This is an optimization exercise on Yosys and OpenROAD, whose aim is small area, a short achievable clock period and few clock cycles, not a production implementation.
The RTL was checked by simulation tests, not by an equivalence proof against the original design.
Power and IR drop assume default switching activity.

`flow/design.v`:
```
package riscv_pkg;
    localparam int xlen = 32;
    localparam int reg_addr_w = 5;
    typedef logic [xlen-1:0] word_t;
    typedef logic [reg_addr_w-1:0] reg_addr_t;
    localparam logic [6:0] op_alu_r = 7'b0110011;
    localparam logic [6:0] op_alu_i = 7'b0010011;
    localparam logic [6:0] op_lui = 7'b0110111;
    localparam logic [6:0] op_load = 7'b0000011;
    localparam logic [6:0] op_store = 7'b0100011;
    localparam logic [6:0] op_branch = 7'b1100011;
    localparam logic [6:0] op_jal = 7'b1101111;
    localparam logic [1:0] br_eq = 2'd0;
    localparam logic [1:0] br_ne = 2'd1;
    localparam logic [1:0] br_lt = 2'd2;
    localparam word_t reset_pc = 32'h0000_0000;
    typedef enum logic [3:0] {
        alu_add,
        alu_sub,
        alu_and,
        alu_or,
        alu_xor,
        alu_slt,
        alu_sll,
        alu_srl,
        alu_pass_b
    } alu_op_t;
    typedef struct packed {
        logic valid;
        word_t pc;
        word_t inst;
    } if_id_t;
    typedef struct packed {
        logic valid;
        word_t pc;
        word_t rs1_val;
        word_t rs2_val;
        word_t imm;
        reg_addr_t rd;
        alu_op_t alu_op;
        logic use_imm;
        logic is_load;
        logic is_store;
        logic is_branch;
        logic is_jal;
        logic writes_rd;
        logic [1:0] branch_cond;
    } id_ex_t;
    typedef enum logic {
        mem_idle,
        mem_wait
    } mem_state_t;
endpackage
`timescale 1ns/1ps
module riscv_core (
    input logic clk,
    input logic rst,
    output logic [31:0] inst_addr,
    input logic [31:0] inst_data,
    output logic [31:0] mem_addr,
    output logic [31:0] wdata,
    output logic read_en,
    output logic write_en,
    input logic [31:0] rdata,
    input logic mem_ready
);
    logic [9:0] pc_q;
    logic d_valid;
    logic [31:0] d_inst;
    logic [9:0] d_pc;
    logic [31:1] d_sel1, d_sel2;    
    logic e_valid;
    logic [31:0] e_a;
    logic [31:0] e_b;
    logic [31:0] e_sd;
    logic [2:0] e_fn;
    logic e_add;
    logic e_sub;
    logic e_br;
    logic [1:0] e_bt;
    logic e_pred;
    logic [9:0] e_alt;
    logic e_ld;
    logic e_st;
    logic e_wr;
    logic [4:0] e_rd;
    logic m_wr;
    logic [4:0] m_rd;
    logic [31:0] m_res;
    logic [31:0] rf [1:31];
    logic [31:1] rf_v;
    assign inst_addr = {20'd0, pc_q, 2'b00};
    function automatic logic [9:0] add10(input logic [9:0] a, input logic [9:0] b);
        logic [9:0] g, p, gn, pn;
        logic [9:0] gg, pp;
        g = a & b;
        p = a ^ b;
        gg = g;
        pp = p;
        for (int d = 1; d < 10; d = d * 2) begin
            gn = gg;
            pn = pp;
            for (int i = d; i < 10; i++) begin
                gn[i] = gg[i] | (pp[i] & gg[i-d]);
                pn[i] = pp[i] & pp[i-d];
            end
            gg = gn;
            pp = pn;
        end
        add10 = p ^ {gg[8:0], 1'b0};
    endfunction
    function automatic logic predict(input logic [31:0] w);
        logic same;
        same = (w[19:15] == w[24:20]);
        if (w[6:0] == 7'b1101111) predict = 1'b1;
        else if (w[6:0] != 7'b1100011) predict = 1'b0;
        else if (w[14:12] == 3'b000) predict = same || w[31];
        else if (w[14:12] == 3'b001) predict = !same;
        else if (w[14:12] == 3'b100) predict = !same && w[31];
        else predict = 1'b0;
    endfunction
    logic f_jal, f_pred;
    logic [9:0] f_tgt_j, f_tgt_b, f_tgt;
    assign f_jal = (inst_data[6:0] == 7'b1101111);
    assign f_pred = predict(inst_data);
    assign f_tgt_j = add10(pc_q, {inst_data[20], inst_data[30:22]});
    assign f_tgt_b = add10(pc_q, {inst_data[7], inst_data[30:25], inst_data[11:9]});
    assign f_tgt = f_jal ? f_tgt_j : f_tgt_b;
    logic [6:0] op;
    logic [2:0] f3;
    logic [4:0] rs1, rs2, rd;
    assign op = d_inst[6:0];
    assign f3 = d_inst[14:12];
    assign rs1 = d_inst[19:15];
    assign rs2 = d_inst[24:20];
    assign rd = d_inst[11:7];
    logic is_r, is_i, is_lui, is_ld, is_st, is_bop, is_jal, is_br;
    assign is_r = (op == 7'b0110011);
    assign is_i = (op == 7'b0010011);
    assign is_lui = (op == 7'b0110111);
    assign is_ld = (op == 7'b0000011);
    assign is_st = (op == 7'b0100011);
    assign is_bop = (op == 7'b1100011);
    assign is_jal = (op == 7'b1101111);
    assign is_br = is_bop && (f3 == 3'b000 || f3 == 3'b001 || f3 == 3'b100);
    logic use1, use2;
    assign use1 = is_r || is_i || is_ld || is_st || is_br;
    assign use2 = is_r || is_st || is_br;
    logic d_wr;
    assign d_wr = (is_r || is_i || is_lui || is_ld || is_jal) && (rd != 5'd0);
    logic pred;
    assign pred = predict(d_inst);
    logic [10:0] pc1w;
    assign pc1w = {1'b0, d_pc} + 11'd1;
    logic [9:0] tgt;
    assign tgt = d_pc + {d_inst[7], d_inst[30:25], d_inst[11:9]};
    logic [11:0] d_imm;
    always_comb begin
        if (is_st) d_imm = {d_inst[31:25], d_inst[11:7]};
        else if (is_lui || is_jal) d_imm = 12'd0;
        else d_imm = d_inst[31:20];
    end
    logic [2:0] d_fn;
    logic d_sub;
    assign d_fn = (is_r || is_i) ? f3 : 3'b000;
    assign d_sub = is_r && f3 == 3'b000 && d_inst[30];
    logic [31:0] rv1, rv2;
    always_comb begin
        rv1 = '0;
        rv2 = '0;
        for (int r = 1; r < 32; r++) begin
            if (d_sel1[r] && rf_v[r]) rv1 = rv1 | rf[r];
            if (d_sel2[r] && rf_v[r]) rv2 = rv2 | rf[r];
        end
    end
    logic h1e, h1m, h2e, h2m;
    assign h1e = use1 && e_valid && e_wr && (e_rd == rs1);
    assign h2e = use2 && e_valid && e_wr && (e_rd == rs2);
    assign h1m = use1 && m_wr && (m_rd == rs1);
    assign h2m = use2 && m_wr && (m_rd == rs2);
    logic lu_stall;
    assign lu_stall = d_valid && e_ld && (h1e || h2e);
    logic [31:0] ob;
    assign ob = e_b;
    logic [31:0] sum;
    assign sum = e_a + (e_sub ? ~ob : ob) + {31'd0, e_sub};
    logic lt, eq, br_lt;
    assign lt = $signed(e_a) < $signed(ob);
    assign br_lt = lt;
    assign eq = (e_a == e_b);
    logic [31:0] e_oth, e_res;
    always_comb begin
        case (e_fn)
            3'b001: e_oth = e_a << ob[4:0];
            3'b010: e_oth = {31'd0, lt};
            3'b100: e_oth = e_a ^ ob;
            3'b101: e_oth = e_a >> ob[4:0];
            3'b110: e_oth = e_a | ob;
            default: e_oth = e_a & ob;
        endcase
    end
    assign e_res = e_add ? sum : e_oth;
    logic taken;
    always_comb begin
        case (e_bt)
            2'd0: taken = eq;
            2'd1: taken = !eq;
            default: taken = br_lt;
        endcase
    end
    logic mispredict;
    assign mispredict = e_valid && e_br && (taken != e_pred);
    logic [31:0] m_val;
    assign m_val = read_en ? rdata : m_res;
    logic useimm;
    assign useimm = !(is_r || is_br);
    logic [31:0] a0, b0, s0, d_a, d_b, d_sd;
    always_comb begin
        if (use1) a0 = rv1;
        else if (is_lui) a0 = {d_inst[31:12], 12'd0};
        else if (is_jal) a0 = {19'd0, pc1w, 2'b00};
        else a0 = 32'd0;
        if (h1m) a0 = m_val;
        d_a = h1e ? e_res : a0;
        s0 = h2m ? m_val : rv2;
        d_sd = h2e ? e_res : s0;
        b0 = useimm ? {{20{d_imm[11]}}, d_imm} : s0;
        d_b = (h2e && !useimm) ? e_res : b0;
    end
    logic busy, hold, m_stall, e_adv, d_adv;
    assign busy = read_en || write_en;
    assign hold = busy && !mem_ready;
    assign m_stall = read_en && !mem_ready;
    assign e_adv = !(hold && (read_en || (e_valid && (e_ld || e_st))));
    assign d_adv = e_adv && !lu_stall;
    logic f_take;
    logic [9:0] pc_seq, pc_nxt;
    assign f_take = d_adv || !d_valid;
    assign pc_seq = (f_take && f_pred) ? f_tgt : (f_take ? pc_q + 10'd1 : pc_q);
    assign pc_nxt = mispredict ? e_alt : pc_seq;
    always_ff @(posedge clk or negedge rst) begin
        if (!rst) begin
            pc_q <= '0;
            d_valid <= 1'b0;
        end else begin
            pc_q <= pc_nxt;
            d_valid <= !mispredict && (f_take || d_valid);
        end
    end
    always_ff @(posedge clk) begin
        if (d_adv || !d_valid) begin
            d_inst <= inst_data;
            d_pc <= pc_q;
            for (int r = 1; r < 32; r++) begin
                d_sel1[r] <= (inst_data[19:15] == r[4:0]);
                d_sel2[r] <= (inst_data[24:20] == r[4:0]);
            end
        end
    end
    always_ff @(posedge clk or negedge rst) begin
        if (!rst) begin
            e_valid <= 1'b0;
        end else if (e_adv) begin
            e_valid <= d_valid && !lu_stall && !mispredict;
        end
    end
    always_ff @(posedge clk) begin
        if (e_adv) begin
            e_a <= d_a;
            e_b <= d_b;
            e_sd <= d_sd;
            e_fn <= d_fn;
            e_add <= (d_fn == 3'b000) || (d_fn == 3'b011);
            e_sub <= d_sub;
            e_br <= is_br;
            e_bt <= (f3 == 3'b100) ? 2'd2 : (f3 == 3'b001) ? 2'd1 : 2'd0;
            e_pred <= pred;
            e_alt <= pred ? pc1w[9:0] : tgt;
            e_ld <= is_ld;
            e_st <= is_st;
            e_wr <= d_wr;
            e_rd <= rd;
        end else if (mispredict) begin
            e_pred <= taken;
        end
    end
    always_ff @(posedge clk or negedge rst) begin
        if (!rst) begin
            m_wr <= 1'b0;
        end else if (!m_stall) begin
            m_wr <= e_valid && e_wr && e_adv;
        end
    end
    always_ff @(posedge clk) begin
        if (!m_stall) m_rd <= e_rd;
        m_res <= e_res;
    end
    always_ff @(posedge clk or negedge rst) begin
        if (!rst) begin
            read_en <= 1'b0;
            write_en <= 1'b0;
        end else if (!hold) begin
            read_en <= e_valid && e_ld;
            write_en <= e_valid && e_st;
        end
    end
    always_ff @(posedge clk) begin
        if (!hold) begin
            mem_addr <= sum;
            wdata <= e_sd;
        end
    end
    logic rf_we;
    assign rf_we = m_wr && !m_stall;
    always_ff @(posedge clk or negedge rst) begin
        if (!rst) begin
            rf_v <= '0;
        end else if (rf_we) begin
            rf_v[m_rd] <= 1'b1;
        end
    end
    for (genvar r = 1; r < 32; r++) begin : g_rf
        always_ff @(posedge clk) begin
            if (rf_we && m_rd == r) rf[r] <= m_val;
        end
    end
endmodule
```
`flow/flow/run.sh`:
```
#!/bin/bash
set -euo pipefail
bash standard.sh SETUP_SLACK_MARGIN=6.5 finish > standard_flow.log 2>&1
```
`flow/standard.sh`:
```
#!/bin/bash
# synth_recipe.tcl (not shown) runs the flow's synth.tcl, then flattens the netlist and writes it again
# the make line also repeats each setting of config.mk as NAME=value (left out here)
make -C /OpenROAD-flow-scripts/flow DESIGN_CONFIG=/design/flow/config.mk WORK_HOME=/design/flow/orfs CLKGATE_MAP_FILE= SYNTH_SCRIPT=/design/flow/synth_recipe.tcl "${@:-finish}"
```
`flow/config.mk`:
```
export PLATFORM = sky130hd
export DESIGN_NAME = riscv_core
export DESIGN_NICKNAME = riscv_core
export VERILOG_FILES = /design/flow/design.v
export SDC_FILE = /design/flow/constraint.sdc
export NUM_CORES = 4
export LEC_CHECK = 0
export CAP_MARGIN = 20
export CORE_MARGIN = 2
export CORE_UTILIZATION = 50
export CTS_CLUSTER_DIAMETER = 90
export CTS_CLUSTER_SIZE = 24
export PLACE_DENSITY = 0.5
export SLEW_MARGIN = 20
```
`flow/constraint.sdc`:
```
create_clock -name core_clock -period 10.0 [get_ports {clk}]
set_input_delay 2.0000 -clock core_clock [delete_from_list [all_inputs] [get_ports {clk}]]
set_output_delay 2.0000 -clock core_clock [all_outputs]
set_load 0.01 [all_outputs]
```
==> results.txt <==
## kinds of logic (layout without fill, tap and decap cells)
kind of cell	after synthesis	after routing	synth area share, %
compound gates	1635	1635	18.9
flops	1366	1366	61.0
simple gates	1030	1031	8.01
buf+inv	569	693	3.48
mux	179	179	3.75
fa+ha+maj	166	166	3.18
xor+xnor	128	128	1.69
other cells	1	33	0.00565
## layout make-up
cell class,instances,area share [%]
multi-input cells,3161,33.7
flip-flops and latches,1366,54.1
diodes,11,0.0368
inverters,139,0.710
repair buffers,452,5.85
clock inverters,11,0.261
clock buffers,91,2.47
well taps,1755,2.93
## per-layer routing
| layer | GRT usage (%) | wire, um | vias to the layer above | share of wire [%] |
|---|---|---|---|---|
| li1 | - | - | 20700 | - |
| met1 | 57.4 | 107000 | 27200 | 34 |
| met2 | 66.7 | 135000 | 5435 | 43 |
| met3 | 16.1 | 48300 | 1468 | 15 |
| met4 | 27.5 | 25900 | 10 | 8.2 |
| met5 | 0 | 84 | - | 0.027 |
## stage by stage
step           utilization [%]  power, mW
6_report                  56.9       19.6
5_1_grt                   56.9       20.1
4_1_cts                   56.3       19.0
3_5_place_dp              53.0       15.1
3_3_place_gp              53.0       15.1
2_1_floorplan                -       12.2
## power breakdown
part | leakage, nW | internal [mW] | total [mW] | switching [mW]
registers | 13.1 | 7.94 | 8.43 | 0.486
logic | 12.1 | 2.57 | 7.85 | 5.28
clock network | 0.987 | 1.34 | 3.29 | 1.95
total | 26.2 | 11.9 | 19.6 | 7.71
## what timing repair did
item | 4_1_cts | 5_1_grt
pin swaps | 73 | 37
cloned | 11 | 5
resized for setup | 389 | 95
endpoints found under the setup margin | 1363 | 252
setup buffers | 122 | 30
## final timing paths
| path | depth (start not counted) | slack (ns) | end |
|---|---|---|---|
| worst max-delay path | 14 | 6.31 | e_a[31] |
| worst min-delay path | 0 | 0.42 | wdata[8] |
| worst max register to register | 14 | 6.31 | e_a[31] |
| worst min register to register | 0 | 0.42 | wdata[8] |
| max in group asynchronous | 2 | 8.11 | pc_q[2] |
| min in group asynchronous | 2 | 1.36 | rf_v[20] |
## layout by cell type, fill, tap and decap left out, types with 22 or more instances in the layout
cell and n:
buf_4 231, o21bai_1 24, dfxtp_1 32, o21ai_1 32, a21oi_2 23, dlygate4sd2_1 83
mux2_2 56, a222oi_1 61, conb_1 22, nor2_1 267, clkdlybuf4s50_1 38, buf_6 38
clkbuf_16 73, a22oi_1 270, nor2b_1 52, nor2_4 36, nor3_1 42, a22o_1 332
xnor2_1 53, a21o_1 44, a21oi_1 159, and2_2 60, mux2i_1 65, nand2_1 138
nand3_1 94, o21ai_0 133, ha_1 135, and3_1 22, mux4_2 48, inv_1 130
dfrtp_1 35, xor2_1 64, nand4_1 136, a221oi_1 346, edfxtp_1 1288
## sequential cells by signal (all words and copies together), names as in the netlist, 10 cells and up
| register | flops |
|---|---|
| d_inst | 32 |
| d_pc | 10 |
| d_sel1 | 31 |
| d_sel2 | 31 |
| e_a | 32 |
| e_alt | 10 |
| e_b | 32 |
| e_sd | 32 |
| m_res | 32 |
| mem_addr | 32 |
| pc_q | 10 |
| rf | 992 |
| rf_v | 31 |
| wdata | 32 |
## worst max-delay path, cell delays in order (launching register included)
cell and delay (ns):
edfxtp_1 0.44, buf_12 0.20, xor2_1 0.15, ha_1 0.33, a21o_1 0.22, a211oi_4 0.28, nor4_4 0.06, buf_6 0.15
o31ai_4 0.35, a211oi_2 0.14, o21ai_2 0.27, mux2_4 0.35, a221oi_4 0.23, buf_6 0.16, mux2i_1 0.07
## cells in the mapped netlist (all sizes together) (8+ instances only)
master  count  share of area, %
mux2       62               1.1
mux2i      69               1.1
edfxtp   1288                58
or4b       30              0.45
xnor2      56              0.74
nor3       53              0.41
dfxtp      32              0.97
nor2b      54              0.51
o21a       11              0.12
nor4       19              0.20
a22o      333               4.4
xor2       72              0.95
clkbuf    325               1.8
o22ai      18              0.17
o21ai     173               1.3
nand3b     14              0.16
nor2      312               1.8
o221ai     13              0.17
nand4     136               1.3
and3       25              0.24
nand2     150              0.85
o31ai      20              0.25
o211ai     19              0.22
ha        162               3.1
nand3     103              0.78
a21o       45              0.51
or2         8             0.079
a222oi     61              0.92
buf       105              0.85
a211oi     23              0.30
nand2b     22              0.21
a21oi     186               1.4
inv       138              0.78
and2       68              0.64
mux4       48               1.6
a221oi    348               4.6
a22oi     275               3.1
dfrtp      46               1.7
o21bai     28              0.32
or3        16              0.15
a31oi      21              0.22
==> flow_metrics.tcl <==
set metrics [dict create \
    place_hpwl_mm 178 \
    ys_seq_area_share_pct 61.0 \
    syn_area_per_cell_um2 13.1 \
    yosysWarnings 2 \
    min_path_type "reg -> reg" \
    relSlewSlack_pct 23.5 \
    grt_pass1_wl_mm 423 \
    cts_hold_buf 0 \
    startpoint "e_sub" \
    finalSetupViolations 0 \
    path_class "reg -> reg" \
    p_leak_nw 26.2 \
    grt_max_degree 81 \
    clockBufferDepth 3 \
    holdCritStartpoint "e_sd[8]" \
    holdWs_ns 0.424 \
    die_y_um 368 \
    p_per_area_nw_per_um2 261 \
    cap_violations 0 \
    dieWidth_um 368 \
    tns_ns 0 \
    cts_root_buffer "clkbuf_16" \
    cts_made_buffers 69 \
    clock.fmax_mhz 271 \
    period_share_pct 36.9 \
    cts_sinks 1366 \
    nFillCells 10900 \
    area_growth_pct 12.9 \
    clkSlewWorstSetupHoldPaths_ns 0.10 \
    ir_drop_mv 0.171 \
    gp_congestion 1.00 \
    wire_per_inst_um 45.3 \
    ys_types 101 \
    crit_required_ns 10.47 \
    vias 54800 \
    finish.net_count 5422 \
    end_kind "flop" \
    synthCells 5074 \
    start_kind "flop" \
    coreArea_um2 132000 \
    grt_setup_unrepaired "yes" \
    multi_input_area_um2 25200 \
    ys_ff_latch 1366 \
    die_area_um2 136000 \
    final_antenna_net_count 0 \
    hold_viol_final 0 \
    postPlaceCellArea_um2 69800 \
    status "complete, no violations" \
    syn-cell-area_um2 66300 \
    synth_edf_count 1288 \
    timing.rr.start "e_sub" \
    htreeDepth 3 \
    synth-main-ff-cell "edfxtp_1" \
    track_usage_pct 45.3 \
    num_rows 133 \
    drtPass1Iterations 10 \
    design_area_um2 74900 \
    layout-drive-gt1-share_pct 16.0 \
    cp.arrival_ns 4.16 \
    portBuffers 142 \
    clk_latency_ns 0.75 \
    antenna_found_initial 16 \
    finalMaxSlewViolations 0 \
    layout_setup_ws_ns 6.31 \
    crit_fanout 16 \
    grt_pass1_vias 50700 \
    drc 0 \
    grt_overflow 0 \
    io_pins 165 \
    drt_first_iter_violations 12100 \
    start_util_pct 50.4 \
    period_minus_slack_ns 3.69 \
    ys_async_sr_fraction_pct 3.37 \
    via_per_inst 7.84 \
    pre_cts_slack_ns 4.84 \
    clock_skew_ns 0.0469 \
    wl_mm 316 \
    stdcell_count 6986 \
    worst_pin_slew_ns 1.15 \
    cts_tree "done" \
    seqCellArea_um2 40500 \
    dpl.cell_count 6705 \
]
Testbench counts, summed over its fixed seeds: cycles 63,403.

re-timing with driven ports:
How much do the figures lean on ideal ports? The routed layout below was timed once more, with nothing changed but the port constraints. Step 1: set_driving_cell puts a clkbuf_16 on clk and a buf_2 on each other input, an assumption about the parent block. Step 2, shift: input delay + t, output delay - t, t = (earliest + latest rising clock arrival at the registers) / 2. This alone moves slack from input paths to output paths. Three values: ideal, step 1, step 2; two values: the first two.
t (ns): 0.807
setup WS [ns]: 6.307 / 6.307 / 5.704
worst hold slack (ns): 0.424 / 0.424 / 0.424
worst setup path at the end: input to register
clock arrival spread, ns: 0.058 / 0.058
After both steps setup and hold are still met in this run. The setup slack of this run moves by 0.000 ns with the drivers and by -0.603 ns with both steps.
